Background: an optimization exercise with open tools, aiming at small area. Do not read the settings as production practice.
The RTL was checked by simulation tests, not by an equivalence proof against the original design.
Power figures rest on the tool's default switching activity, not on a simulated workload.

$ cat run.sh
#!/bin/bash
# synth_recipe.tcl (not shown) runs the flow's synth.tcl, then flattens the netlist and writes it again
# the make line also repeats each setting of config.mk as NAME=value (left out here)
make -C /OpenROAD-flow-scripts/flow DESIGN_CONFIG=/design/flow/config.mk WORK_HOME=/design/flow/orfs CLKGATE_MAP_FILE= SYNTH_SCRIPT=/design/flow/synth_recipe.tcl finish
$ cat config.mk
export PLATFORM = sky130hd
export DESIGN_NAME = cpu_top
export DESIGN_NICKNAME = cpu_top
export VERILOG_FILES = /design/flow/design.v
export SDC_FILE = /design/flow/constraint.sdc
export NUM_CORES = 4
export LEC_CHECK = 0
export ABC_AREA = 1
export CAP_MARGIN = 20
export CORE_MARGIN = 2
export CORE_UTILIZATION = 55
export SLEW_MARGIN = 20
$ cat constraint.sdc
create_clock -name core_clock -period 5.5 [get_ports {clk}]
set_input_delay 1.1000 -clock core_clock [delete_from_list [all_inputs] [get_ports {clk}]]
set_output_delay 1.1000 -clock core_clock [all_outputs]
set_load 0.01 [all_outputs]
$ cat design.v
module cpu_top (
    input  logic        clk,
    input  logic        rst_n,
    input  logic [15:0] i_imem_data,
    input  logic [15:0] i_dmem_rdata,
    output logic [10:0] o_imem_addr,
    output logic [10:0] o_dmem_addr,
    output logic        o_dmem_we,
    output logic [15:0] o_dmem_wdata,
    output logic        o_io_stall
);
    logic [2:0]  st_q;
    logic [3:0]  t_q;
    logic [10:0] pc_q;
    logic [15:0] a_q;
    logic [15:0] r_q;
    logic [15:0] x_q;
    logic [3:0]  pidx_q;
    logic        pend_q;
    logic [15:0] ring [16];
    logic [15:0] vr_q;
    wire [15:0] ir = i_imem_data;
    wire [2:0]  op = ir[15:13];
    wire [3:0]  rs = ir[12:9];
    wire [3:0]  rt = ir[8:5];
    wire [3:0]  rd = ir[4:1];
    wire        fb = ir[0];
    wire is_alu = (op == 3'd0) || (op == 3'd1 && !fb);    
    wire is_mul = (op == 3'd1) && fb;
    wire is_ls  = (op == 3'd2) || (op == 3'd3);
    wire is_lw  = (op == 3'd2);
    logic [2:0] last;
    always_comb begin
        case (op)
            3'd0:    last = 3'd5;
            3'd1:    last = fb ? 3'd6 : 3'd5;
            3'd2:    last = 3'd7;
            3'd3:    last = 3'd6;
            default: last = 3'd4;
        endcase
    end
    wire is_last = (st_q == last);
    always_ff @(posedge clk or negedge rst_n) begin
        if (!rst_n)            st_q <= 3'd0;
        else if (st_q == 3'd0) st_q <= 3'd2;
        else if (is_last)      st_q <= 3'd1;
        else                   st_q <= st_q + 3'd1;
    end
    always_ff @(posedge clk or negedge rst_n) begin
        if (!rst_n) t_q <= 4'd0;
        else        t_q <= t_q + 4'd1;
    end
    assign o_io_stall = (st_q != 3'd1);
    wire [3:0] ridx = (st_q == 3'd2) ? rs : rt;
    wire [3:0] slot = ridx + t_q;
    wire       fwd  = pend_q && (ridx == pidx_q);
    logic [15:0] rdata;
    always_comb begin
        rdata = fwd ? x_q : 16'd0;
        for (int s = 0; s < 16; s++)
            rdata = rdata | (ring[s] & {16{vr_q[s] && !fwd && (slot == 4'(s))}});
    end
    always_ff @(posedge clk) begin
        if (st_q == 3'd2) a_q <= rdata;
        r_q <= rdata;
    end
    wire         sub = (op == 3'd0) ? fb : 1'b1;
    logic [15:0] acc;
    logic [4:0]  dig;
    logic        cin;
    logic [15:0] msrc;
    always_comb begin
        msrc = (st_q == 3'd4) ? (a_q & {16{r_q[15]}}) : x_q;
        if (is_mul) begin
            acc = {msrc[10:0], 5'd0};
            case (st_q)
                3'd4:    dig = r_q[14:10];
                3'd5:    dig = r_q[9:5];
                default: dig = r_q[4:0];
            endcase
            cin = 1'b0;
        end else if (is_ls) begin
            acc = {{11{ir[4]}}, ir[4:0]};
            dig = 5'd1;
            cin = 1'b0;
        end else begin
            acc = r_q ^ {16{sub}};
            dig = 5'd1;
            cin = sub;
        end
    end
    wire [15:0] tree = acc + (a_q & {16{dig[0]}})
                     + ({a_q[14:0], 1'b0} & {16{dig[1]}})
                     + ({a_q[13:0], 2'b0} & {16{dig[2]}})
                     + ({a_q[12:0], 3'b0} & {16{dig[3]}})
                     + ({a_q[11:0], 4'b0} & {16{dig[4]}})
                     + {15'd0, cin};
    wire lt = (a_q[15] != r_q[15]) ? a_q[15] : tree[15];
    wire eq = (tree == 16'd0);
    wire prod_alu = is_alu && (st_q == 3'd4);
    wire addr_ls  = is_ls  && (st_q == 3'd4);
    wire prod_lw  = is_lw  && (st_q == 3'd6);
    wire step_mul = is_mul && (st_q == 3'd4 || st_q == 3'd5 || st_q == 3'd6);
    wire prod_mul = is_mul && (st_q == 3'd6);
    wire produce  = prod_alu || prod_lw || prod_mul;
    always_ff @(posedge clk) begin
        if (prod_alu && op == 3'd1)            x_q <= {15'd0, lt};
        else if (prod_lw)                      x_q <= i_dmem_rdata;
        else if (prod_alu || addr_ls || step_mul) x_q <= tree;
    end
    always_ff @(posedge clk) begin
        if (produce) pidx_q <= is_lw ? rt : rd;
    end
    wire [3:0] wslot  = pidx_q + t_q + 4'd1;
    wire       commit = pend_q && (wslot[1:0] == 2'd0);
    always_ff @(posedge clk or negedge rst_n) begin
        if (!rst_n)       pend_q <= 1'b0;
        else if (produce) pend_q <= 1'b1;
        else if (commit)  pend_q <= 1'b0;
    end
    always_ff @(posedge clk) begin
        for (int s = 0; s < 16; s++) begin
            if (s % 4 == 0 && commit && wslot[3:2] == 2'(s / 4))
                ring[s] <= x_q;
            else
                ring[s] <= ring[(s + 15) % 16];
        end
    end
    always_ff @(posedge clk or negedge rst_n) begin
        if (!rst_n) vr_q <= 16'd0;
        else begin
            for (int s = 0; s < 16; s++) begin
                if (s % 4 == 0 && commit && wslot[3:2] == 2'(s / 4))
                    vr_q[s] <= 1'b1;
                else
                    vr_q[s] <= vr_q[(s + 15) % 16];
            end
        end
    end
    wire        taken = (op == 3'd4) && eq;
    wire [10:0] pinc  = pc_q + (taken ? {{6{ir[4]}}, ir[4:0]} : 11'd0) + 11'd1;
    always_ff @(posedge clk or negedge rst_n) begin
        if (!rst_n)       pc_q <= 11'd0;
        else if (is_last) pc_q <= (op == 3'd5) ? ir[11:1] : pinc;
    end
    assign o_imem_addr  = pc_q;
    assign o_dmem_addr  = x_q[10:0];
    assign o_dmem_we    = (st_q == 3'd5) && (op == 3'd3);
    assign o_dmem_wdata = r_q;
endmodule
==> flow_summary_export.csv, run 1 <==
group,metric,value,unit
synth,synthDistinctLibCells,49,
floorplan,core,27000,um2
clock_network,cts_max_path_buffers,3,
clock_network,root_buffer,"clkbuf_16",
timing,fin_crit_sh,1.18,
grt,grt_pass1_wl,69300,um
finish,layout_common_cells,"365 x nand2_1, 287 x dfxtp_1, 237 x inv_1",
synth,synth_area,15100,um2
floorplan,die_width,170,um
timing,fin_crit,6.47,ns
synth,ys_seq_area_frac,0.481,
clock_network,clock-sinks,343,
timing,hold_viol,0,
synth,yosysWarnings,2,
run_status,outcome,"complete, but fails checks",
timing,slew_viol_final,0,
grt,grt_max_degree,36,
worst_setup_path,crit_path_start_kind,"input pin",
worst_setup_path,path_delay_family,"adder cells",
grt,grt_pass1_vias,12600,
grt,grt_use_met2,0.521,
timing,max_freq,155,MHz
drt,postRouteAntennaNets,0,
hold_path,worst_hold_path_type,"reg -> reg",
clock_network,clkLatencyLatePin,0.52,ns
hold_path,holdPathStages,0,
grt,grt_overflow,0,
flow_run,timing.max_cap.violations,0,
worst_setup_path,critPathMaxFanout,5,
drt,wl,45100,um
worst_setup_path,cpMostUsedCell,"inv_1",
worst_setup_path,timing.rr.start,"st_q[0]$_DFF_PN0_",
timing,rsz0062_at_grt,"true",
synth,ys_ff_latch,343,
timing,setup_viol,10,
worst_setup_path,critPathRequiredTime,5.91,ns
finish,n_antenna_cell,0,
worst_setup_path,startpoint,"i_imem_data[15]",
timing,slew_headroom,0.428,
synth,async_flop_share,0.102,
power_and_ir_drop,p_per_area,556,nW/um2
floorplan,rows,60,
worst_setup_path,cp_num_buf_inv,14,
clock_network,tritoncts,"done",
clock_network,htree_levels,2,
grt,use_met3,0.0457,
synth,synth_cells,1755,
worst_setup_path,r2r_setup_slack,-0.92,ns
grt,busiest_layer,"met2",
power_and_ir_drop,peakVddDrop,0.000462,V
worst_setup_path,critical_path_class,"in -> reg",
grt,met1_usage,0.426,
drt,detail_route.first_pass.iterations,5,
finish,fillers,2078,
timing,whs,0.343,ns
synth,synth_nets,1879,
power_and_ir_drop,finalPower,11.0,mW
synth,synth_top_area_share,0.381,
synth,yosysTopAreaCell,"dfxtp_1",
drt,vias,13000,
worst_setup_path,crit_path_top_delay_cell,"fa_1",
worst_setup_path,r2r_end,"pc_q[9]$_DFFE_PN0P_",
power_and_ir_drop,leakagePower,8.90,nW
finish,postLayoutCellArea,19700,um2
floorplan,io_pins,74,
drt,drt_first_iter_violations,1008,
synth,synth.area.top_cells,"dfxtp_1 38%, nand2_1 9.6%, fa_1 7.0%",
place,dp_hpwl,31700,um
run_status,violations,"setup timing",
place,dpl_cell_area,17500,um2
floorplan,die_area,28800,um2
hold_path,min_from,"ring[8][6]$_DFF_P_",
floorplan,die_h,170,um
drt,detail_route.drc_violations,0,
timing,worst_pin_slew,0.858,ns
clock_network,cts.clk_slew.worst_paths,0.06,ns
worst_setup_path,worstPathArrival,6.87,ns
worst_setup_path,end_kind,"flop",
worst_setup_path,slowest_delay,0.51,ns
finish,area.growth.synth_to_final,30.8,%
hold_path,holdPathEnd,"ring[9][6]$_DFF_P_",
timing,clock_skew,0.0198,ns
grt,antenna_found_initial,0,
synth,synth_edf_count,21,
grt,track_usage,0.312,
finish,drive_gt1_frac,0.229,
timing,timing.final.ws_setup,-0.966,ns
drt,wl_per_cell,18.7,um
floorplan,initial_core_util,0.560,
place,pre_cts_ws,-2.37,ns
worst_setup_path,reg2reg_depth,33,
worst_setup_path,cp.depth,38,
synth,synth.avg_cell_area,8.60,um2
drt,viasPerCell,5.40,
clock_network,cts_hold_buf,0,
clock_network,numCtsBuffers,35,
synth,ys.flop_type,"dfxtp_1",
place,io_buffers,73,
place,place_congestion,0.974,
finish,num-nets-final,2165,
finish,final_common_cell,"nand2_1",
state kept, by name, indices dropped and copies added (netlist names):
name	count
pidx_q	4
x_q	16
r_q	16
st_q	3
a_q	16
t_q	4
pend_q	1
pc_q	11
ring	256
vr_q	16
cell families after synthesis:
logic type / share of synthesized area
adder cells (fa/ha/maj): 0.101
AO/OA/AOI/OAI: 0.112
AND/OR/NAND/NOR: 0.196
XOR/XNOR: 0.0222
flip-flops: 0.481
buffers and inverters: 0.0882
synth_stat cells, types with 5 or more instances:
master	n
nand2_1	384
dfxtp_1	287
inv_1	255
o21ai_0	134
nor2_1	128
nand3_1	68
fa_1	53
nand4_1	47
a21oi_1	39
ha_1	37
dfrtp_1	35
clkbuf_1	34
o22ai_1	29
nor3_1	23
edfxtp_1	21
xor2_1	21
a22o_1	20
buf_2	13
buf_4	13
o211ai_1	13
a22oi_1	12
xnor2_1	11
a31oi_1	10
nand3_2	6
a211oi_1	5
inv_2	5
report_power, final:
| part | total, mW | internal (mW) | switching (mW) | leakage, nW |
|---|---|---|---|---|
| sequential | 3.72 | 3.29 | 0.430 | 2.98 |
| clock | 2.35 | 1.38 | 0.967 | 0.572 |
| combinational | 4.91 | 2.24 | 2.67 | 5.35 |
| total | 11.0 | 6.92 | 4.07 | 8.90 |
per-stage QoR:
step | TNS (ns) | utilization | cells
global placement | -22.98 | 0.649 | 2291
CTS | -8.16 | 0.707 | 2382
detailed placement | -24.35 | 0.649 | 2291
floorplan | -6.22 | - | 1755
finish | -7.08 | 0.732 | 2408
global route | -10.43 | 0.732 | 2408
worst max path at each step:
| stage | endpoint |
|---|---|
| after detailed placement | pc_q[10]$_DFFE_PN0P_ |
| after floorplan | pc_q[9]$_DFFE_PN0P_ |
| after global placement | pc_q[10]$_DFFE_PN0P_ |
| after CTS | pc_q[9]$_DFFE_PN0P_ |
| final | pc_q[9]$_DFFE_PN0P_ |
| after global routing | pc_q[8]$_DFFE_PN0P_ |
cell type report:
type                    instances  area, um2  area share
flip-flops and latches        343       7250       0.368
repair buffers                313       2630       0.133
clock inverters                12        109     0.00552
well taps                     341        427      0.0216
clock buffers                  51       1050      0.0531
multi-input cells            1085       7240       0.367
inverters                     263       1030      0.0522
timing repair:
| item | in CTS | in global routing |
|---|---|---|
| pin swaps | 46 | 80 |
| buffers inserted | 28 | 27 |
| cloned | 0 | 1 |
| endpoints found under the setup margin | 12 | 14 |
| gates resized for setup | 73 | 123 |
layer usage:
layer,share of wire,up-vias,routed length [um]
li1,-,6236,-
met1,0.44,6218,19800
met2,0.47,462,21400
met3,0.063,76,2820
met4,0.024,0,1090
met5,0,-,0
==> run 2: changes to the inputs <==
--- a/design.v
+++ b/design.v
@@ -96,7 +96,7 @@
                      + ({a_q[11:0], 4'b0} & {16{dig[4]}})
                      + {15'd0, cin};
     wire lt = (a_q[15] != r_q[15]) ? a_q[15] : tree[15];
-    wire eq = (tree == 16'd0);
+    wire eq = (a_q == r_q);
     wire prod_alu = is_alu && (st_q == 3'd4);
     wire addr_ls  = is_ls  && (st_q == 3'd4);
     wire prod_lw  = is_lw  && (st_q == 3'd6);
--- a/config.mk
+++ b/config.mk
@@ -9,4 +9,5 @@
 export CAP_MARGIN = 20
 export CORE_MARGIN = 2
 export CORE_UTILIZATION = 55
+export GPL_TIMING_DRIVEN = 0
 export SLEW_MARGIN = 20
==> run 2 against run 1 <==
Against the previous run:
- now clean on timing, DRC and antenna
- non-clock buffer count shrank 157
- clock power up 5%
- sequential share of layout area is 2.9 points higher
- largest cell class is now multi-input combinational cells
- first-iteration DRC count is 24% higher
- global-route usage up 0.69 points
- power down 3.5%
- register-to-register slack better by 1.2 ns
- die area increased by 3.9%
- clock skew increased by 0.0073 ns
- synthesized cell count rose by 10%
- sequential power is 8.9% higher
- critical path type is now reg -> reg
- routed wire length grew 7.0%
==> flow_summary_export.csv, run 2 <==
group,metric,value,unit
run_status,outcome,"timing/DRC/antenna clean",
place,dp_hpwl,37700,um
timing,fin_crit_sh,0.953,
finish,seq_area,7250,um2
power_and_ir_drop,p_per_area,579,nW/um2
clock_network,numCtsBuffers,36,
hold_path,worst_hold_path_type,"reg -> reg",
power_and_ir_drop,leakagePower,8.35,nW
floorplan,die_h,173,um
finish,fin_util,0.655,
finish,multi_input_area,7300,um2
grt,grt_overflow,0,
finish,num-nets-final,2175,
floorplan,core,27900,um2
finish,layout_common_cells,"365 x nand2_1, 322 x nand3_1, 287 x dfxtp_1",
finish,final_common_cell,"nand2_1",
timing,timing.final.ws_setup,0.257,ns
synth,synth.most_common_cell,"nand2_1",
grt,antenna_found_initial,1,
synth,synthDistinctLibCells,48,
flow_run,timing.max_cap.violations,0,
drt,wl_per_cell,19.6,um
floorplan,initial_core_util,0.562,
finish,postLayoutCellArea,18300,um2
place,dpl_cell_area,16900,um2
finish,top_register,"ring",
grt,grt_pass1_vias,13300,
power_and_ir_drop,finalPower,10.6,mW
worst_setup_path,cpMostUsedCell,"nand2_1",
timing,slew_headroom,0.405,
clock_network,clkLatencyLatePin,0.53,ns
timing,setup_viol,0,
timing,worst_pin_slew,0.889,ns
worst_setup_path,end_kind,"flop",
floorplan,die_width,173,um
timing,clock_skew,0.0271,ns
drt,vias,13600,
clock_network,clock-sinks,343,
floorplan,io_pins,74,
finish,area.growth.synth_to_final,16.7,%
synth,async_flop_share,0.102,
synth,ys_seq_area_frac,0.462,
timing,rsz0062_at_grt,"false",
worst_setup_path,slowest_delay,0.54,ns
timing,slew_viol_final,0,
clock_network,htree_levels,2,
place,pre_cts_ws,-1.33,ns
place,io_buffers,73,
synth,yosysWarnings,2,
drt,viasPerCell,5.52,
synth,ys.flop_type,"dfxtp_1",
clock_network,root_buffer,"clkbuf_16",
synth,ys_ff_latch,343,
timing,max_freq,191,MHz
worst_setup_path,worstPathArrival,5.62,ns
timing,hold_viol,0,
synth,yosysTopAreaCell,"dfxtp_1",
floorplan,die_area,29900,um2
drt,wl,48200,um
drt,drt_first_iter_violations,1246,
synth,synth.avg_cell_area,8.12,um2
grt,grt_max_degree,31,
clock_network,cts_hold_buf,0,
clock_network,tritoncts,"done",
synth,synth_edf_count,21,
floorplan,rows,61,
worst_setup_path,crit_path_top_delay_cell,"fa_1",
synth,synth.area.top_cells,"dfxtp_1 37%, nand3_1 10%, nand2_1 8.8%",
worst_setup_path,critPathRequiredTime,5.87,ns
worst_setup_path,critPathMaxFanout,10,
synth,yosys-top-cells-count,"367 x nand2_1, 323 x nand3_1, 287 x dfxtp_1",
finish,drive_gt1_frac,0.0828,
drt,detail_route.first_pass.iterations,5,
worst_setup_path,critical_path_class,"reg -> reg",
synth,synth_area,15700,um2
finish,largest_reg_flops,256,
drt,detail_route.drc_violations,0,
timing,fin_crit,5.24,ns
grt,grt_pass1_wl,73500,um
synth,synth_cells,1931,
synth,synth_nets,2055,
clock_network,cts.clk_slew.worst_paths,0.06,ns
clock_network,cts_max_path_buffers,3,
place,place_congestion,0.941,
finish,fillers,2467,
power_and_ir_drop,peakVddDrop,0.000399,V
grt,track_usage,0.319,
synth,synth_top_area_share,0.366,
worst_setup_path,crit_path_start_kind,"flop",
drt,postRouteAntennaNets,0,
==> run 2: cell types whose count changed after synthesis, sizes merged, moves of 12 or more <==
cell and change:
nand2 -20, nand4 -24, nor2 +76, o22ai -20, nor3 -12, a22o -20, nand3 +252, inv -43
==> run 2: final timing paths <==
| check | from | endpoint | slack, ns | cells after the start |
|---|---|---|---|---|
| min | ring[8][12]$_DFF_P_ | ring[9][12]$_DFF_P_ | 0.34 | 0 |
| max reg2reg | st_q[0]$_DFF_PN0_ | x_q[9]$_SDFFE_PP0P_ | 0.26 | 25 |
| max | st_q[0]$_DFF_PN0_ | x_q[9]$_SDFFE_PP0P_ | 0.26 | 25 |
| min reg2reg | ring[8][12]$_DFF_P_ | ring[9][12]$_DFF_P_ | 0.34 | 0 |
| max in group asynchronous | rst_n | pc_q[6]$_DFFE_PN0P_ | 4.67 | 2 |
| min in group asynchronous | rst_n | vr_q[0]$_DFF_PN0_ | 0.40 | 1 |
==> run 2: per-layer routing <==
| metal | track usage | share of wire | up-vias |
|---|---|---|---|
| met2 | 0.549 | 0.48 | 505 |
| li1 | - | - | 6530 |
| met5 | 0 | 0 | - |
| met4 | 0.137 | 0.047 | 0 |
| met3 | 0.0539 | 0.071 | 153 |
| met1 | 0.397 | 0.41 | 6387 |
==> run 2: kinds of logic (layout without fill, tap and decap cells) <==
family / Yosys count / after routing / synth area share
adders and majority gates: 90 / 90 / 0.0972
xor gates and xnor gates: 29 / 29 / 0.0162
DFF: 343 / 343 / 0.462
AOI/OAI and AO/OA: 218 / 218 / 0.0752
buffers and inverters: 296 / 442 / 0.0778
other: 0 / 4 / 0
and+or+nand+nor: 955 / 955 / 0.271
==> run 2: what timing repair did <==
item	in CTS	in global routing
gates resized for setup	26	24
setup endpoints to repair	11	8
pin swaps	3	1
buffers inserted	4	5
cloned	0	1
==> run 2: area by class of cell <==
cell class                 count  area share
inverter                     221      0.0456
antenna                        4    0.000547
sequential                   343       0.396
clock inverter                 9     0.00800
clock buffer                  55      0.0581
timing repair buffer          83      0.0446
buffer                        73      0.0221
timing repair inverter         1    0.000410
multi-input combinational   1292       0.399
tap                          378      0.0258
==> run 2: metrics by stage <==
stage	TNS (ns)	cells	hold slack, ns
after floorplan	0	1931	0.331
after global placement	-10.31	2382	0.331
after detailed placement	-10.46	2383	0.335
after CTS	0	2449	0.348
after global routing	0	2455	0.351
final	0	2459	0.342
==> run 2: where the power goes <==
group          internal [mW]  switching [mW]
logic                   1.40            2.69
registers               3.41           0.639
clock network           1.49           0.986
==> run 2: critical path: cells and delay by family, from the launching register on <==
family                     cells  cell delay, ns
xor gates and xnor gates       1            0.28
DFF                            1            0.44
AOI/OAI and AO/OA              2            0.35
adders and majority gates      5            2.12
and+or+nand+nor               12            1.27
buffers and inverters          5            0.64
==> run 3: changes to the inputs <==
--- a/config.mk
+++ b/config.mk
@@ -8,6 +8,6 @@
 export ABC_AREA = 1
 export CAP_MARGIN = 20
 export CORE_MARGIN = 2
-export CORE_UTILIZATION = 55
+export CORE_UTILIZATION = 70
 export GPL_TIMING_DRIVEN = 0
 export SLEW_MARGIN = 20
==> run 3 against run 2 <==
Against the previous run:
- design area shrank 1.2%
- clock skew shrank 0.0056 ns
- clock power shrank 6%
- count of clock-buffer cells in the layout shrank 9
- global-route usage grew 12 points
- hold slack gained 0.0041 ns
- die area shrank 21%
- fmax grew 0.40%
- synthesized cell count is the same
- utilization grew 17 points
- first-iteration DRC count grew 49%
- largest cell class unchanged
==> flow_summary_export.csv, run 3 <==
group,metric,value,unit
clock_network,cts.clk_slew.worst_paths,0.07,ns
worst_setup_path,timing.rr.start,"st_q[0]$_DFF_PN0_",
synth,ys.flop_type,"dfxtp_1",
floorplan,rows,54,
timing,timing.final.ws_setup,0.278,ns
synth,synth_area,15700,um2
grt,grt_pass1_vias,14900,
drt,vias,15100,
worst_setup_path,crit_path_start_kind,"input pin",
run_status,outcome,"timing/DRC/antenna clean",
finish,largest_reg_flops,256,
synth,synth_top_area_share,0.366,
place,dp.cells,2285,
finish,fin_cells,2350,
flow_run,timing.max_cap.violations,0,
synth,synthDistinctLibCells,48,
timing,worst_pin_slew,0.930,ns
power_and_ir_drop,leakagePower,8.29,nW
worst_setup_path,slowest_delay,0.64,ns
finish,postLayoutCellArea,18100,um2
worst_setup_path,cpMostUsedCell,"nand2_1",
synth,ys_seq_area_frac,0.462,
place,place_congestion,0.983,
synth,async_flop_share,0.102,
clock_network,numCtsBuffers,31,
timing,hold_viol,0,
hold_path,worst_hold_path_type,"reg -> reg",
synth,yosysTopAreaCell,"dfxtp_1",
synth,synth.most_common_cell,"nand2_1",
synth,synth_edf_count,21,
hold_path,min_from,"ring[10][7]$_DFF_P_",
drt,wl_per_cell,22.4,um
synth,ys_ff_latch,343,
drt,detail_route.first_pass.iterations,8,
finish,drive_gt1_frac,0.0855,
finish,num-nets-final,2169,
worst_setup_path,critPathMaxFanout,9,
finish,top_register,"ring",
worst_setup_path,critical_path_class,"in -> reg",
place,dpl_cell_area,16800,um2
floorplan,io_pins,74,
synth,synth.avg_cell_area,8.12,um2
synth,synth_nets,2055,
timing,whs,0.346,ns
clock_network,clkLatencyLatePin,0.56,ns
drt,detail_route.drc_violations,0,
place,dp_hpwl,36800,um
clock_network,clock-sinks,343,
synth,yosysWarnings,2,
floorplan,core,21900,um2
worst_setup_path,critPathRequiredTime,5.92,ns
worst_setup_path,end_kind,"flop",
power_and_ir_drop,p_per_area,591,nW/um2
grt,antenna_found_initial,3,
synth,yosys-top-cells-count,"367 x nand2_1, 323 x nand3_1, 287 x dfxtp_1",
drt,drt_first_iter_violations,1857,
worst_setup_path,worstPathArrival,5.65,ns
timing,fin_crit,5.22,ns
place,io_buffers,73,
floorplan,die_area,23600,um2
synth,synth_cells,1931,
power_and_ir_drop,peakVddDrop,0.000545,V
grt,track_usage,0.439,
place,pre_cts_ws,-1.13,ns
finish,area.growth.synth_to_final,15.3,%
clock_network,cts_max_path_buffers,3,
timing,clock_skew,0.0215,ns
floorplan,die_width,154,um
clock_network,root_buffer,"clkbuf_16",
timing,fin_crit_sh,0.949,
finish,layout_common_cells,"362 x nand2_1, 322 x nand3_1, 287 x dfxtp_1",
worst_setup_path,startpoint,"i_imem_data[4]",
grt,grt_max_degree,29,
finish,final_common_cell,"nand2_1",
timing,max_freq,191,MHz
drt,postRouteAntennaNets,0,
clock_network,cts_hold_buf,0,
synth,synth.area.top_cells,"dfxtp_1 37%, nand3_1 10%, nand2_1 8.8%",
clock_network,htree_levels,1,
floorplan,initial_core_util,0.717,
grt,grt_pass1_wl,80900,um
drt,viasPerCell,6.41,
worst_setup_path,crit_path_top_delay_cell,"clkdlybuf4s50_1",
drt,wl,52800,um
worst_setup_path,path_cells,"clkdlybuf4s50_1 > nor2_1 > nor2_4 > clkinv_2 > o22ai_1 > fa_1 > fa_1 > inv_1 > fa_1 > inv_1 > ha_4 > nand3_1 > nand2_1 > nand2_1 > nand2_1 > nand2_1 > nand2_1 > nand3_1 > nand2_1 > nand3_1 > nand3_1 > nand3_1 > nand2_2 > o21ai_0",
grt,grt_overflow,0,
clock_network,tritoncts,"done",
timing,setup_viol,0,
floorplan,die_h,154,um
timing,slew_headroom,0.377,
timing,slew_viol_final,0,
run 3: critical path, delay by kind of cell:
family | cells | cell delay [ns]
buf+inv | 4 | 0.94
simple gates | 14 | 1.53
fa+ha+maj | 4 | 1.76
compound gates | 2 | 0.31
run 3: report_power, final:
group	internal, mW	switching (mW)
sequential	3.41	0.707
combinational	1.41	2.84
clock	1.34	0.971
total	6.17	4.52
run 3: final cells by class:
class / instances / area (um2)
Clock buffer: 46 / 955
Clock inverter: 11 / 141
Multi-Input combinational cell: 1292 / 7320
Sequential cell: 343 / 7250
Antenna cell: 1 / 2.50
Tap cell: 280 / 350
Inverter: 221 / 835
Buffer: 73 / 410
Timing Repair Buffer: 83 / 816
Fill cell: 1259 / 3800
run 3: cell families (layout without fill, tap and decap cells):
group / count (synthesis) / in the layout / share of synthesized area
AO/OA/AOI/OAI: 218 / 218 / 0.0752
XOR/XNOR: 29 / 29 / 0.0162
adder cells (fa/ha/maj): 90 / 90 / 0.0972
buffers and inverters: 296 / 434 / 0.0778
flip-flops: 343 / 343 / 0.462
other: 0 / 1 / 0
AND/OR/NAND/NOR: 955 / 955 / 0.271
run 3: worst paths after layout:
check	slack, ns	to	cells after the start
max	0.28	x_q[13]$_SDFFE_PP0P_	24
min	0.35	ring[11][7]$_DFF_P_	0
max reg2reg	0.35	x_q[13]$_SDFFE_PP0P_	26
min reg2reg	0.35	ring[11][7]$_DFF_P_	0
max in group asynchronous	4.69	pc_q[4]$_DFFE_PN0P_	2
min in group asynchronous	0.39	vr_q[7]$_DFF_PN0_	1
run 3: metrics by stage:
stage          total power [mW]  setup TNS, ns  utilization
2_1_floorplan              6.43              0            -
3_3_place_gp               7.81          -9.41        0.766
3_5_place_dp               7.99          -9.39        0.767
4_1_cts                    10.4              0        0.821
5_1_grt                    11.1       -0.00967        0.826
6_report                   10.7              0        0.826
run 3: what timing repair did:
| item | in CTS | in global routing |
|---|---|---|
| resized for setup | 27 | 32 |
| endpoints found under the setup margin | 9 | 8 |
| pin swaps | 3 | 1 |
| setup buffers | 8 | 1 |
| cloned | 0 | 0 |
run 3: metal layers:
layer,part of all wire,wire length [um],vias up,track usage
li1,-,-,6506,-
met4,0.077,4050,4,0.281
met1,0.35,18600,7011,0.531
met3,0.11,5840,355,0.0874
met2,0.46,24300,1190,0.721
met5,0.00051,27,-,0
==> run 4: changes to the inputs <==
--- a/config.mk
+++ b/config.mk
@@ -8,6 +8,8 @@
 export ABC_AREA = 1
 export CAP_MARGIN = 20
 export CORE_MARGIN = 2
-export CORE_UTILIZATION = 70
+export CORE_UTILIZATION = 55
+export CTS_BUF_LIST = sky130_fd_sc_hd__clkbuf_4 sky130_fd_sc_hd__clkbuf_8
+export CTS_CLUSTER_SIZE = 30
 export GPL_TIMING_DRIVEN = 0
 export SLEW_MARGIN = 20
==> run 4 against run 3 <==
Against the previous run:
- still clean on timing, DRC and antenna
- non-clock buffer count is 1 lower
- critical path depth increased by 4
- setup slack worse by 0.037 ns
- die area is 27% higher
- flip-flop and latch count did not move
- largest cell class unchanged
==> flow_summary_export.csv, run 4 <==
group,metric,value,unit
worst_setup_path,slowest_delay,0.54,ns
worst_setup_path,crit_path_top_delay_cell,"fa_1",
timing,setup_viol,0,
synth,yosys-top-cells-count,"367 x nand2_1, 323 x nand3_1, 287 x dfxtp_1",
finish,fin_cells,2483,
drt,viasPerCell,5.47,
drt,detail_route.drc_violations,0,
worst_setup_path,cpMostUsedCell,"nand2_1",
power_and_ir_drop,leakagePower,8.34,nW
grt,track_usage,0.317,
drt,wl_per_cell,19.2,um
clock_network,cts.clk_slew.worst_paths,0.06,ns
clock_network,htree_levels,2,
finish,drive_gt1_frac,0.0980,
timing,slew_viol_final,0,
flow_run,timing.max_cap.violations,0,
drt,detail_route.first_pass.iterations,6,
finish,num-nets-final,2190,
floorplan,die_h,173,um
clock_network,numCtsBuffers,53,
clock_network,clock-sinks,343,
timing,hold_viol,0,
place,dp.cells,2383,
floorplan,io_pins,74,
drt,drt_first_iter_violations,1162,
synth,synth.avg_cell_area,8.12,um2
timing,worst_pin_slew,0.897,ns
synth,ys.flop_type,"dfxtp_1",
worst_setup_path,critPathMaxFanout,10,
finish,final_common_cell,"nand2_1",
drt,wl,47700,um
floorplan,die_width,173,um
finish,fin_util,0.652,
floorplan,initial_core_util,0.562,
hold_path,worst_hold_path_type,"in -> async",
finish,top_register,"ring",
synth,yosysTopAreaCell,"dfxtp_1",
worst_setup_path,critical_path_class,"reg -> reg",
grt,grt_pass1_wl,73100,um
floorplan,core,27900,um2
synth,synth_top_area_share,0.366,
timing,fin_crit,5.26,ns
timing,tns,0,ns
clock_network,root_buffer,"clkbuf_8",
finish,area.growth.synth_to_final,16.0,%
finish,largest_reg_flops,256,
timing,clock_skew,0.0569,ns
synth,synth_cells,1931,
run_status,outcome,"timing/DRC/antenna clean",
power_and_ir_drop,finalPower,10.3,mW
worst_setup_path,crit_path_start_kind,"flop",
synth,synthDistinctLibCells,48,
drt,vias,13600,
timing,slew_headroom,0.400,
clock_network,clkLatencyLatePin,0.61,ns
synth,ys_seq_area_frac,0.462,
synth,yosysWarnings,2,
worst_setup_path,worstPathArrival,5.70,ns
power_and_ir_drop,peakVddDrop,0.000374,V
grt,grt_pass1_vias,13400,
clock_network,cts_max_path_buffers,3,
synth,synth_nets,2055,
timing,max_freq,190,MHz
clock_network,tritoncts,"done",
grt,grt_max_degree,31,
floorplan,die_area,29900,um2
timing,rsz0062_at_grt,"false",
finish,fillers,2480,
place,io_buffers,73,
clock_network,cts_hold_buf,0,
place,dp_hpwl,37700,um
worst_setup_path,end_kind,"flop",
synth,synth_edf_count,21,
drt,postRouteAntennaNets,0,
power_and_ir_drop,p_per_area,567,nW/um2
place,place_congestion,0.941,
synth,ys_ff_latch,343,
floorplan,rows,61,
synth,synth_area,15700,um2
synth,synth.most_common_cell,"nand2_1",
timing,fin_crit_sh,0.956,
grt,grt_overflow,0,
synth,synth.area.top_cells,"dfxtp_1 37%, nand3_1 10%, nand2_1 8.8%",
finish,layout_common_cells,"364 x nand2_1, 322 x nand3_1, 287 x dfxtp_1",
grt,antenna_found_initial,0,
worst_setup_path,reg2reg_depth,28,
synth,async_flop_share,0.102,
worst_setup_path,critPathRequiredTime,5.94,ns
==> run 4: cell counts after synthesis <==
Identical to the previous run, type by type.
==> run 4: stage by stage <==
stage	instance area [um2]	setup WS [ns]	hold WS [ns]
6_report	18200	0.241	0.312
5_1_grt	18200	0.00899	0.300
4_1_cts	18100	0.00219	0.295
3_5_place_dp	16900	-1.33	0.335
3_3_place_gp	16900	-1.26	0.331
2_1_floorplan	15700	0.380	0.331
==> run 4: kinds of logic after synthesis <==
kind of cell / after synthesis / share of synthesized area
flops: 343 / 0.462
xor+xnor: 29 / 0.0162
fa+ha+maj: 90 / 0.0972
simple gates: 955 / 0.271
compound gates: 218 / 0.0752
buf+inv: 296 / 0.0778
==> run 4: layer usage <==
metal / global-route usage / wire (um)
met1: 0.394 / 19200
met2: 0.541 / 22800
met3: 0.0561 / 3570
met4: 0.141 / 2110
met5: 0 / 0
==> run 4: power breakdown <==
part	total [mW]	internal [mW]	switching (mW)
logic	4.08	1.40	2.68
clock network	2.21	1.24	0.968
registers	4.05	3.41	0.638
total	10.3	6.04	4.29
==> run 4: layout make-up <==
type                            count  area (um2)  area share
Buffer                             73         407      0.0223
Tap cell                          378         473      0.0260
Clock buffer                       80         982      0.0540
Timing Repair Buffer               82         816      0.0448
Inverter                          221         835      0.0458
Multi-Input combinational cell   1292        7300       0.401
Clock inverter                     11         130     0.00715
Sequential cell                   343        7250       0.398
Antenna cell                        3        7.51    0.000412
==> run 4: critical path: cells and delay by family (launching register included) <==
family | cells | cell delay [ns]
AOI/OAI and AO/OA | 1 | 0.08
adders and majority gates | 5 | 2.12
buffers and inverters | 5 | 0.65
DFF | 1 | 0.43
and+or+nand+nor | 17 | 1.82
==> run 4: worst paths after layout <==
path,startpoint,to,slack [ns]
setup / recovery,st_q[0]$_DFF_PN0_,x_q[13]$_SDFFE_PP0P_,0.24
hold / removal,rst_n,vr_q[4]$_DFF_PN0_,0.31
setup reg to reg,st_q[0]$_DFF_PN0_,x_q[13]$_SDFFE_PP0P_,0.24
hold reg to reg,ring[1][12]$_DFF_P_,ring[2][12]$_DFF_P_,0.32
max in group asynchronous,rst_n,pc_q[6]$_DFFE_PN0P_,4.74
min in group core_clock,ring[1][12]$_DFF_P_,ring[2][12]$_DFF_P_,0.32
==> run 4: what timing repair did <==
action / CTS / global route
endpoints found under the setup margin: 9 / 8
gates resized for setup: 21 / 31
pin swaps: 1 / 2
setup buffers: 2 / 6
==> run 5: changes to the inputs <==
--- a/config.mk
+++ b/config.mk
@@ -9,7 +9,4 @@
 export CAP_MARGIN = 20
 export CORE_MARGIN = 2
 export CORE_UTILIZATION = 55
-export CTS_BUF_LIST = sky130_fd_sc_hd__clkbuf_4 sky130_fd_sc_hd__clkbuf_8
-export CTS_CLUSTER_SIZE = 30
-export GPL_TIMING_DRIVEN = 0
 export SLEW_MARGIN = 20
==> run 5 against run 4 <==
Against the previous run:
- hold slack improved by 0.032 ns
- fmax rose by 0.17%
- design area rose by 2.0%
- die area unchanged
- flip-flop and latch count is the same
- register-to-register slack improved by 0.14 ns
- setup slack better by 0.0091 ns
- area after synthesis unchanged
- clock skew down 0.047 ns
- sequential power about the same
- non-clock buffer count up 14
- routed wire length grew 0.69%
- highest routed layer unchanged
==> flow_summary_export.csv, run 5 <==
group,metric,value,unit
synth,synth.avg_cell_area,8.12,um2
finish,top_register,"ring",
timing,timing.final.ws_setup,0.250,ns
finish,largest_reg_flops,256,
clock_network,clock-sinks,343,
timing,clock_skew,0.0103,ns
synth,synth_nets,2055,
timing,fin_crit,5.25,ns
synth,ys_ff_latch,343,
run_status,outcome,"timing/DRC/antenna clean",
power_and_ir_drop,peakVddDrop,0.000372,V
timing,hold_viol,0,
floorplan,core,27900,um2
worst_setup_path,critical_path_class,"in -> reg",
place,place_congestion,0.990,
worst_setup_path,end_kind,"flop",
flow_run,timing.max_cap.violations,0,
drt,detail_route.drc_violations,0,
clock_network,clkLatencyLatePin,0.51,ns
finish,final_common_cell,"nand2_1",
synth,synth_top_area_share,0.366,
grt,track_usage,0.319,
floorplan,die_area,29900,um2
hold_path,worst_hold_path_type,"reg -> reg",
grt,grt_pass1_wl,74200,um
timing,worst_pin_slew,0.961,ns
place,pre_cts_ws,-0.225,ns
drt,drt_first_iter_violations,1299,
finish,area.growth.synth_to_final,18.4,%
clock_network,root_buffer,"clkbuf_16",
finish,num-nets-final,2187,
finish,n_antenna_cell,0,
finish,seq_area,7250,um2
synth,synth_edf_count,21,
worst_setup_path,path_delay_family,"adder cells",
synth,yosys-top-cells-count,"367 x nand2_1, 323 x nand3_1, 287 x dfxtp_1",
finish,drive_gt1_frac,0.0956,
worst_setup_path,slowest_delay,0.55,ns
finish,fin_util,0.665,
synth,synth.area.top_cells,"dfxtp_1 37%, nand3_1 10%, nand2_1 8.8%",
power_and_ir_drop,leakagePower,8.54,nW
worst_setup_path,timing.rr.start,"st_q[0]$_DFF_PN0_",
synth,synthDistinctLibCells,48,
worst_setup_path,critPathRequiredTime,5.89,ns
finish,layout_common_cells,"367 x nand2_1, 323 x nand3_1, 287 x dfxtp_1",
drt,viasPerCell,5.57,
place,dpl_cell_area,17300,um2
drt,wl_per_cell,19.5,um
synth,yosysTopAreaCell,"dfxtp_1",
hold_path,min_from,"ring[9][13]$_DFF_P_",
drt,wl,48000,um
worst_setup_path,crit_path_top_delay_cell,"fa_1",
worst_setup_path,crit_path_start_kind,"input pin",
timing,max_freq,190,MHz
timing,slew_viol_final,0,
worst_setup_path,startpoint,"i_imem_data[15]",
floorplan,die_width,173,um
worst_setup_path,critPathMaxFanout,5,
timing,tns,0,ns
worst_setup_path,cp_num_buf_inv,6,
timing,setup_viol,0,
power_and_ir_drop,p_per_area,588,nW/um2
synth,async_flop_share,0.102,
worst_setup_path,path_cells,"clkdlybuf4s50_1 > inv_1 > nand3_1 > nor2_4 > buf_4 > nand2_1 > buf_4 > nor2_1 > fa_1 > fa_1 > inv_1 > fa_1 > inv_1 > ha_1 > a21oi_1 > nand2_1 > nand2_1 > nand2_1 > nand2_1 > nand2_1 > a21oi_1 > xor2_1 > o21ai_0 > o21ai_0",
synth,synth_cells,1931,
grt,grt_overflow,0,
timing,whs,0.344,ns
grt,antenna_found_initial,0,
worst_setup_path,cpMostUsedCell,"nand2_1",
drt,vias,13700,
synth,synth_area,15700,um2
synth,ys_seq_area_frac,0.462,
floorplan,io_pins,74,
timing,rsz0062_at_grt,"true",
finish,postLayoutCellArea,18600,um2
clock_network,cts_max_path_buffers,3,
finish,fillers,2454,
drt,postRouteAntennaNets,0,
floorplan,die_h,173,um
synth,yosysWarnings,2,
grt,grt_max_degree,40,
timing,fin_crit_sh,0.955,
clock_network,tritoncts,"done",
clock_network,cts.clk_slew.worst_paths,0.07,ns
worst_setup_path,r2r_setup_slack,0.38,ns
place,dp_hpwl,33900,um
timing,slew_headroom,0.356,
finish,multi_input_area,7230,um2
floorplan,rows,61,
synth,synth.most_common_cell,"nand2_1",
worst_setup_path,worstPathArrival,5.64,ns
grt,grt_pass1_vias,13400,
clock_network,numCtsBuffers,36,
drt,detail_route.first_pass.iterations,6,
synth,ys.flop_type,"dfxtp_1",
place,io_buffers,73,
clock_network,htree_levels,2,
floorplan,initial_core_util,0.562,
-- run 5: changes by cell type in the layout (fill, tap and decap cells not counted), moves of 5 or more --
cell,change
nor2_1,+6
clkbuf_16,+39
nor2_2,-5
buf_4,+67
clkbuf_1,-22
buf_2,-17
clkbuf_4,-22
clkbuf_8,-53
-- run 5: power breakdown --
group	switching, mW	leakage (nW)	total [mW]	internal [mW]
combinational	2.68	4.91	4.26	1.58
clock	1.01	0.641	2.61	1.60
sequential	0.652	2.99	4.06	3.41
-- run 5: timing repair --
item / in CTS / in global routing
hold buffers: 0 / 0
resized for setup: 0 / 4
setup endpoints to repair: 0 / 4
setup buffers: 0 / 0
-- run 5: per-layer routing --
layer / track usage / share of wire / vias to the layer above
met5: 0 / 0 / -
met4: 0.116 / 0.035 / 0
met3: 0.0715 / 0.085 / 108
met2: 0.527 / 0.47 / 557
met1: 0.411 / 0.41 / 6532
li1: - / - / 6548
-- run 5: metrics by stage --
step	power (mW)	std cells
global placement	8.20	2403
floorplan	6.43	1931
finish	10.9	2469
detailed placement	8.26	2403
CTS	10.9	2469
global route	11.6	2469
-- run 5: final timing paths --
| check | to | cells past startpoint |
|---|---|---|
| setup / recovery | x_q[12]$_SDFFE_PP0P_ | 24 |
| hold / removal | ring[10][13]$_DFF_P_ | 0 |
| setup reg to reg | x_q[12]$_SDFFE_PP0P_ | 25 |
| hold reg to reg | ring[10][13]$_DFF_P_ | 0 |
| max in group asynchronous | pc_q[0]$_DFFE_PN0P_ | 1 |
| min in group asynchronous | vr_q[7]$_DFF_PN0_ | 1 |
-- run 5: logic make-up after synthesis --
family / Yosys count / share of synthesized area
fa+ha+maj: 90 / 0.0972
compound gates: 218 / 0.0752
simple gates: 955 / 0.271
xor+xnor: 29 / 0.0162
flops: 343 / 0.462
buf+inv: 296 / 0.0778
-- run 5: final cells by class --
class,count,share of cell area
flip-flops and latches,343,0.390
multi-input cells,1292,0.389
clock inverters,12,0.0102
well taps,378,0.0255
repair buffers,169,0.0799
clock buffers,54,0.0599
inverters,221,0.0447
-- run 5: worst register-to-register path, stage by stage, from the launching register on --
cell and delay [ns]:
dfrtp_1 0.43, inv_1 0.13, ha_1 0.27, nand2_1 0.24, inv_1 0.22, nand2_1 0.07
nand3_1 0.20, nand2_1 0.16, buf_4 0.17, nor2_1 0.14, fa_1 0.44, fa_1 0.55
inv_1 0.05, fa_1 0.47, inv_1 0.04, ha_1 0.31, a21oi_1 0.14, nand2_1 0.16
nand2_1 0.12, nand2_1 0.05, nand2_1 0.09, nand2_1 0.05, a21oi_1 0.16, xor2_1 0.10
o21ai_0 0.16, o21ai_0 0.10
==> run 6: changes to the inputs <==
==> flow/run.sh (new file) <==
#!/bin/bash
# Standard layout, with synthesis mapping combinational logic by the ABC
# script in flow/abc_area.script instead of ORFS's area script.
set -euo pipefail
cp -r "$FLOW_HOME/scripts" scripts_own
cp flow/abc_area.script scripts_own/abc_area.script
bash standard.sh finish SCRIPTS_DIR="$PWD/scripts_own" > standard.log 2>&1
==> flow/abc_area.script (new file) <==
strash
&get -n
&st
&dch
&nf
&put
topo
==> standard.sh (new file) <==
#!/bin/bash
# synth_recipe.tcl (not shown) runs the flow's synth.tcl, then flattens the netlist and writes it again
# the make line also repeats each setting of config.mk as NAME=value (left out here)
make -C /OpenROAD-flow-scripts/flow DESIGN_CONFIG=/design/flow/config.mk WORK_HOME=/design/flow/orfs CLKGATE_MAP_FILE= SYNTH_SCRIPT=/design/flow/synth_recipe.tcl "${@:-finish}"
--- a/config.mk
+++ b/config.mk
@@ -9,4 +9,5 @@
 export CAP_MARGIN = 20
 export CORE_MARGIN = 2
 export CORE_UTILIZATION = 55
+export GPL_TIMING_DRIVEN = 0
 export SLEW_MARGIN = 20
removed: run.sh
==> run 6 against run 5 <==
Against the previous run:
- area after synthesis shrank 9.5%
- count of clock-buffer cells in the layout decreased by 6
- critical path depth shrank 7
- flip-flop and latch count stayed put
- cell count decreased by 28%
- first-iteration DRC count down 24%
- non-clock buffer count decreased by 52
- via count fell by 21%
- global-route usage shrank 1.8 points
- clock skew grew 0.016 ns
- combinational power fell by 35%
- synthesized cell count down 34%
- critical endpoint is now x_q[0]$_DFFE_PP_
==> flow_summary_export.csv, run 6 <==
group,metric,value,unit
timing,timing.final.ws_setup,0.164,ns
synth,ys.flop_type,"dfxtp_1",
synth,ys_seq_area_frac,0.511,
power_and_ir_drop,peakVddDrop,0.000440,V
clock_network,htree_levels,2,
drt,vias,10900,
clock_network,clock-sinks,343,
clock_network,clkLatencyLatePin,0.54,ns
worst_setup_path,cpMostUsedCell,"fa_1",
synth,ys_ff_latch,343,
place,dp_hpwl,26500,um
power_and_ir_drop,p_sw,3.17,mW
place,place_congestion,0.903,
power_and_ir_drop,p_seq_frac,0.426,
worst_setup_path,crit_path_start_kind,"input pin",
synth,synth_cells,1267,
synth,synth.most_common_cell,"dfxtp_1",
synth,synth_edf_count,21,
synth,yosys-top-cells-count,"287 x dfxtp_1, 93 x nand2_1, 84 x clkinv_1",
synth,synth.avg_cell_area,11.2,um2
clock_network,cts_max_path_buffers,3,
power_and_ir_drop,leakagePower,6.77,nW
floorplan,die_width,165,um
timing,fin_crit,5.34,ns
finish,area.growth.synth_to_final,20.2,%
power_and_ir_drop,clkPwrFrac,0.260,
grt,antenna_found_initial,0,
worst_setup_path,end_kind,"flop",
timing,hold_viol,0,
drt,wl_per_cell,23.0,um
place,dp.cells,1679,
timing,worst_pin_slew,1.15,ns
synth,synth_area,14200,um2
drt,postRouteAntennaNets,0,
synth,synth_nets,1391,
hold_path,worst_hold_path_type,"reg -> reg",
grt,track_usage,0.300,
grt,grt_pass1_wl,61000,um
drt,detail_route.drc_violations,0,
worst_setup_path,path_cells,"buf_2 > nand4bb_4 > buf_4 > buf_4 > nor3_1 > fa_1 > fa_1 > clkinv_1 > fa_1 > clkinv_1 > ha_1 > a21oi_1 > o21ai_0 > a221o_1 > o21a_1 > a211oi_1 > o22ai_1",
finish,postLayoutCellArea,17100,um2
floorplan,rows,58,
clock_network,cts_hold_buf,0,
worst_setup_path,crit_path_top_delay_cell,"fa_1",
power_and_ir_drop,p_per_area,516,nW/um2
power_and_ir_drop,p_int,5.63,mW
power_and_ir_drop,p_comb_frac,0.314,
drt,drt_first_iter_violations,989,
floorplan,core,25300,um2
worst_setup_path,slowest_delay,0.55,ns
worst_setup_path,worstPathArrival,5.60,ns
synth,yosysTopAreaCell,"dfxtp_1",
run_status,outcome,"timing/DRC/antenna clean",
finish,top_register,"ring",
finish,largest_reg_flops,256,
timing,fin_crit_sh,0.970,
flow_run,timing.max_cap.violations,0,
floorplan,initial_core_util,0.562,
floorplan,die_h,165,um
place,pre_cts_ws,-1.57,ns
drt,wl,40600,um
finish,n_antenna_cell,0,
synth,synth_top_area_share,0.405,
finish,drive_gt1_frac,0.112,
timing,tns,0,ns
worst_setup_path,critPathRequiredTime,5.76,ns
drt,viasPerCell,6.18,
timing,setup_viol,0,
worst_setup_path,critical_path_class,"in -> reg",
clock_network,tritoncts,"done",
worst_setup_path,r2r_setup_slack,0.18,ns
floorplan,die_area,27100,um2
timing,rsz0062_at_grt,"true",
finish,final_common_cell,"dfxtp_1",
timing,slew_headroom,0.231,
synth,yosysWarnings,2,
synth,async_flop_share,0.102,
grt,grt_overflow,0,
synth,synth.area.top_cells,"dfxtp_1 40%, fa_1 7.5%, dfrtp_1 6.2%",
finish,fin_cells,1767,
timing,max_freq,187,MHz
finish,fin_util,0.676,
clock_network,numCtsBuffers,36,
worst_setup_path,critPathMaxFanout,12,
power_and_ir_drop,switching_share,0.361,
drt,detail_route.first_pass.iterations,5,
place,io_buffers,73,
finish,layout_common_cells,"287 x dfxtp_1, 93 x nand2_1, 83 x clkinv_1",
clock_network,root_buffer,"clkbuf_16",
floorplan,io_pins,74,
grt,grt_pass1_vias,10600,
synth,synthDistinctLibCells,56,
finish,num-nets-final,1537,
place,dpl_cell_area,15500,um2
grt,grt_max_degree,30,
timing,slew_viol_final,0,
clock_network,cts.clk_slew.worst_paths,0.07,ns
timing,clock_skew,0.0266,ns
run 6: cell count changes in the layout (fill, tap and decap cells not counted), sizes merged, moves of 39 or more:
cell and change:
nand3 -302, nand2 -279, inv -220, nor2 -158
clkinv +85, o21ai -85, a222oi +69, mux2 +65
buf -48, and3 +39
run 6: area by class of cell:
class | instances | area (um2)
fillers | 1956 | 8190
flip-flops and latches | 343 | 7250
multi-input cells | 831 | 6880
repair buffers | 106 | 990
clock buffers | 48 | 976
well taps | 330 | 413
inverters | 84 | 319
clock inverters | 14 | 151
plain buffers | 11 | 82.6
run 6: per-layer routing:
metal	vias up	global-route usage	part of all wire
li1	4969	-	-
met1	5372	0.399	0.42
met2	470	0.495	0.47
met3	103	0.0404	0.074
met4	0	0.129	0.036
met5	-	0	0
run 6: critical path, delay by kind of cell:
kind            cells  cell delay (ns)
fa+ha+maj           4             1.86
compound gates      6             1.24
buf+inv             5             0.70
simple gates        2             0.69
run 6: final timing paths:
kind                               startpoint                 end  cells past startpoint
setup / recovery              i_imem_data[15]    x_q[0]$_DFFE_PP_                     17
hold / removal             ring[5][8]$_DFF_P_  ring[6][8]$_DFF_P_                      0
setup reg to reg            st_q[1]$_DFF_PN0_    x_q[0]$_DFFE_PP_                     18
hold reg to reg            ring[5][8]$_DFF_P_  ring[6][8]$_DFF_P_                      0
max in group asynchronous               rst_n   st_q[2]$_DFF_PN0_                      2
min in group asynchronous               rst_n  vr_q[10]$_DFF_PN0_                      1
run 6: cells by family (layout without fill, tap and decap cells):
logic type,after synthesis,count (layout),share of synthesized area
compound gates,276,276,0.143
xor+xnor,48,48,0.0296
fa+ha+maj,90,90,0.107
buf+inv,95,263,0.0280
flops,343,343,0.511
mux,70,70,0.0551
simple gates,345,347,0.127
run 6: power by group through the flow:
stage	Sequential [mW]	Combinational [mW]	Clock, mW
2_1_floorplan	3.54	1.82	0
3_3_place_gp	3.75	2.58	0
3_5_place_dp	3.76	2.64	0
4_1_cts	3.72	2.70	2.33
5_1_grt	3.81	3.05	2.41
6_report	3.75	2.76	2.29
run 6: repair_timing:
item / in CTS / in global routing
pin swaps: 7 / 13
endpoints found under the hold margin: 0 / 0
endpoints found under the setup margin: 19 / 39
gates cloned: 1 / 2
gates resized for setup: 43 / 34
buffers inserted: 10 / 13
run 6: stage by stage:
step / total power [mW] / hold WS (ns)
finish: 8.80 / 0.332
global route: 9.27 / 0.350
CTS: 8.75 / 0.337
detailed placement: 6.40 / 0.329
global placement: 6.33 / 0.332
floorplan: 5.36 / 0.324
==> run 7: changes to the inputs <==
==> flow/abc_area.script (replaced) <==
strash
&get -n
&st
&dch
&nf
&put
topo
stime -c
buffer -c
upsize -c
dnsize -c
==> run 7 against run 6 <==
Against the previous run:
- still clean
- die area up 2.7%
- register-to-register slack worse by 0.02 ns
- non-clock buffer count up 65
- critical endpoint unchanged
==> flow_summary_export.csv, run 7 <==
group,metric,value,unit
run_status,outcome,"timing/DRC/antenna clean",
finish,area.growth.synth_to_final,20.9,%
synth,async_flop_share,0.102,
timing,fin_crit_sh,0.970,
floorplan,die_area,27800,um2
worst_setup_path,end_kind,"flop",
timing,setup_viol,0,
finish,num-nets-final,1598,
finish,seq_area,7250,um2
worst_setup_path,timing.rr.start,"st_q[1]$_DFF_PN0_",
place,dp.cells,1749,
hold_path,holdPathEnd,"ring[1][6]$_DFF_P_",
place,pre_cts_ws,-1.52,ns
synth,synth.most_common_cell,"dfxtp_1",
timing,worst_pin_slew,1.04,ns
timing,timing.final.ws_setup,0.163,ns
clock_network,htree_levels,2,
synth,synth.avg_cell_area,10.9,um2
finish,largest_reg_flops,256,
worst_setup_path,path_cells,"inv_1 > ha_4 > and2_4 > buf_6 > a221oi_4 > nor2_4 > and2_1 > fa_1 > inv_1 > fa_1 > fa_2 > xor2_2 > xnor2_1 > or4_4 > and4_4 > o22a_1 > o21a_2 > a211oi_2 > o22ai_2",
synth,synth_area,14600,um2
power_and_ir_drop,p_per_area,519,nW/um2
floorplan,die_h,167,um
synth,synthDistinctLibCells,72,
floorplan,initial_core_util,0.560,
grt,track_usage,0.299,
grt,grt_pass1_vias,10900,
drt,wl,42200,um
worst_setup_path,path_delay_family,"adder cells",
finish,fin_util,0.677,
drt,viasPerCell,6.08,
floorplan,rows,59,
clock_network,root_buffer,"clkbuf_16",
synth,synth_cells,1339,
finish,n_antenna_cell,0,
floorplan,io_pins,74,
finish,fin_cells,1834,
timing,fin_crit,5.34,ns
drt,drt_first_iter_violations,1275,
synth,ys.flop_type,"dfxtp_1",
timing,slew_headroom,0.294,
grt,grt_max_degree,21,
hold_path,holdPathStages,0,
finish,top_register,"ring",
timing,max_freq,187,MHz
place,io_buffers,72,
power_and_ir_drop,peakVddDrop,0.000597,V
finish,final_common_cell,"dfxtp_1",
place,dp_hpwl,29700,um
hold_path,min_from,"ring[0][6]$_DFF_P_",
clock_network,clkLatencyLatePin,0.52,ns
worst_setup_path,critPathMaxFanout,10,
clock_network,tritoncts,"done",
grt,antenna_found_initial,0,
hold_path,worst_hold_path_type,"reg -> reg",
flow_run,timing.max_cap.violations,0,
worst_setup_path,critical_path_class,"reg -> reg",
synth,yosysWarnings,2,
synth,yosysTopAreaCell,"dfxtp_1",
worst_setup_path,worstPathArrival,5.54,ns
timing,hold_viol,0,
drt,vias,11200,
worst_setup_path,reg2reg_depth,19,
drt,detail_route.drc_violations,0,
worst_setup_path,crit_path_start_kind,"flop",
synth,ys_ff_latch,343,
place,place_congestion,0.956,
worst_setup_path,r2r_setup_slack,0.16,ns
clock_network,cts.clk_slew.worst_paths,0.06,ns
timing,tns,0,ns
worst_setup_path,slowest_delay,0.54,ns
finish,multi_input_area,7090,um2
drt,wl_per_cell,23.0,um
clock_network,cts_hold_buf,0,
finish,drive_gt1_frac,0.190,
finish,layout_common_cells,"287 x dfxtp_1, 88 x nand2_1, 83 x inv_1",
synth,yosys-top-cells-count,"287 x dfxtp_1, 93 x nand2_1, 83 x inv_1",
worst_setup_path,r2r_end,"x_q[0]$_DFFE_PP_",
timing,slew_viol_final,0,
synth,ys_seq_area_frac,0.497,
drt,postRouteAntennaNets,0,
power_and_ir_drop,leakagePower,7.35,nW
grt,grt_overflow,0,
worst_setup_path,critPathRequiredTime,5.70,ns
synth,synth_nets,1463,
drt,detail_route.first_pass.iterations,8,
worst_setup_path,crit_path_top_delay_cell,"fa_1",
clock_network,numCtsBuffers,34,
clock_network,cts_max_path_buffers,3,
finish,fillers,2045,
synth,synth.area.top_cells,"dfxtp_1 39%, fa_1 7.3%, dfrtp_1 6.0%",
floorplan,core,26100,um2
timing,clock_skew,0.0291,ns
synth,synth_edf_count,21,
grt,grt_pass1_wl,63800,um
floorplan,die_width,167,um
clock_network,clock-sinks,343,
synth,synth_top_area_share,0.394,
worst_setup_path,cp_num_buf_inv,3,
==> run 7: changes by cell type in the layout (fill, tap and decap cells not counted), sizes merged <==
cell and delta:
and2 -1, buf +27, clkbuf +38, clkdlybuf4s15 +1, clkinv -83, clkinvlp -3
dlymetal6s2s +2, inv +82, nand4bb -1
==> run 7: timing repair <==
action,in CTS,in global routing
setup endpoints to repair,12,7
pin swaps,11,26
setup buffers,5,19
gates cloned,0,1
gates resized for setup,59,69
==> run 7: kinds of logic after synthesis <==
logic type                 share of synthesized area
AOI/OAI and AO/OA                              0.140
xor gates and xnor gates                      0.0288
adders and majority gates                      0.104
buffers and inverters                         0.0508
DFF                                            0.497
muxes                                         0.0536
and+or+nand+nor                                0.125
==> run 7: where the power goes <==
part / switching [mW] / internal (mW) / total, mW
sequential: 0.569 / 3.16 / 3.73
combinational: 1.77 / 1.41 / 3.18
clock: 0.964 / 1.29 / 2.26
total: 3.30 / 5.86 / 9.16
==> run 7: worst reg2reg max path, stage by stage (launching register included) <==
cell,delay (ns)
dfrtp_1,0.41
inv_1,0.12
ha_4,0.20
and2_4,0.17
buf_6,0.15
a221oi_4,0.42
nor2_4,0.13
and2_1,0.20
fa_1,0.54
inv_1,0.06
fa_1,0.49
fa_2,0.37
xor2_2,0.16
xnor2_1,0.15
or4_4,0.43
and4_4,0.22
o22a_1,0.24
o21a_2,0.23
a211oi_2,0.22
o22ai_2,0.13
==> run 7: layer usage <==
metal	global-route usage	up-vias	routed length (um)
met4	0.104	0	1470
met5	0	-	0
met1	0.411	5422	17900
met3	0.0442	99	3450
met2	0.485	530	19300
li1	-	5103	-
==> run 7: stage by stage <==
stage / hold WS, ns / instance area [um2] / total power, mW
detailed placement: 0.336 / 15800 / 6.52
CTS: 0.336 / 17200 / 8.89
floorplan: 0.324 / 14600 / 5.43
finish: 0.336 / 17600 / 9.16
global placement: 0.332 / 15700 / 6.46
global route: 0.350 / 17600 / 9.68
==> run 7: layout make-up <==
type / count / share of cell area
clock buffers: 51 / 0.0577
flip-flops and latches: 343 / 0.411
multi-input cells: 829 / 0.402
well taps: 335 / 0.0238
repair buffers: 100 / 0.0545
plain buffers: 82 / 0.0282
inverters: 84 / 0.0179
clock inverters: 10 / 0.00468
==> run 7: how the worst max path moves through the flow <==
stage / from / endpoint / slack [ns] / cells after the start
3_3_place_gp: i_imem_data[0] / x_q[14]$_SDFFE_PP0P_ / -1.77 / 20
5_1_grt: st_q[1]$_DFF_PN0_ / x_q[0]$_DFFE_PP_ / -0.03 / 20
2_1_floorplan: i_imem_data[14] / x_q[0]$_DFFE_PP_ / 0.04 / 17
4_1_cts: i_imem_data[15] / x_q[14]$_SDFFE_PP0P_ / -0.01 / 21
6_report: st_q[1]$_DFF_PN0_ / x_q[0]$_DFFE_PP_ / 0.16 / 19
3_5_place_dp: i_imem_data[0] / x_q[14]$_SDFFE_PP0P_ / -1.52 / 20

-- port drivers added, routing unchanged --
In the flow no input, the clock included, has a driving cell. The finished layouts below were timed again as built, in two steps.
Step 1 sets driving cells, clkbuf_16 on the clock port and buf_2 on the other inputs (assumed; they add their load-dependent delay and slew).
Step 2 moves the port delays by t, midway between the first and last clock arrival at a register: inputs arrive t later, outputs are due t later. That takes back most of the time a late clock gives input paths.
Slacks: no drivers / after step 1 / after step 2; pairs: no drivers / after step 1.
run	shift t [ns]	setup slack, ns	latest minus earliest clock arrival (ns)	worst register clock-pin slew, ns
run 1	0.558	-0.966 / -0.966 / -1.525	0.023 / 0.023	0.06 / 0.06
run 2	0.567	0.257 / 0.257 / -0.286	0.032 / 0.032	0.07 / 0.07
run 3	0.601	0.278 / 0.305 / -0.296	0.023 / 0.022	0.07 / 0.07
run 4	0.635	0.241 / 0.241 / -0.337	0.057 / 0.058	0.07 / 0.07
run 5	0.561	0.250 / 0.276 / -0.285	0.013 / 0.014	0.07 / 0.07
run 6	0.575	0.164 / 0.181 / -0.383	0.027 / 0.027	0.07 / 0.07
run 7	0.561	0.163 / 0.163 / -0.286	0.031 / 0.031	0.07 / 0.07
With both steps, setup timing fails in 6 of these runs, where it was met with ideal ports. For run 4, which loses most, drivers alone change the setup slack by 0.000 ns; drivers and shift together by -0.578 ns.
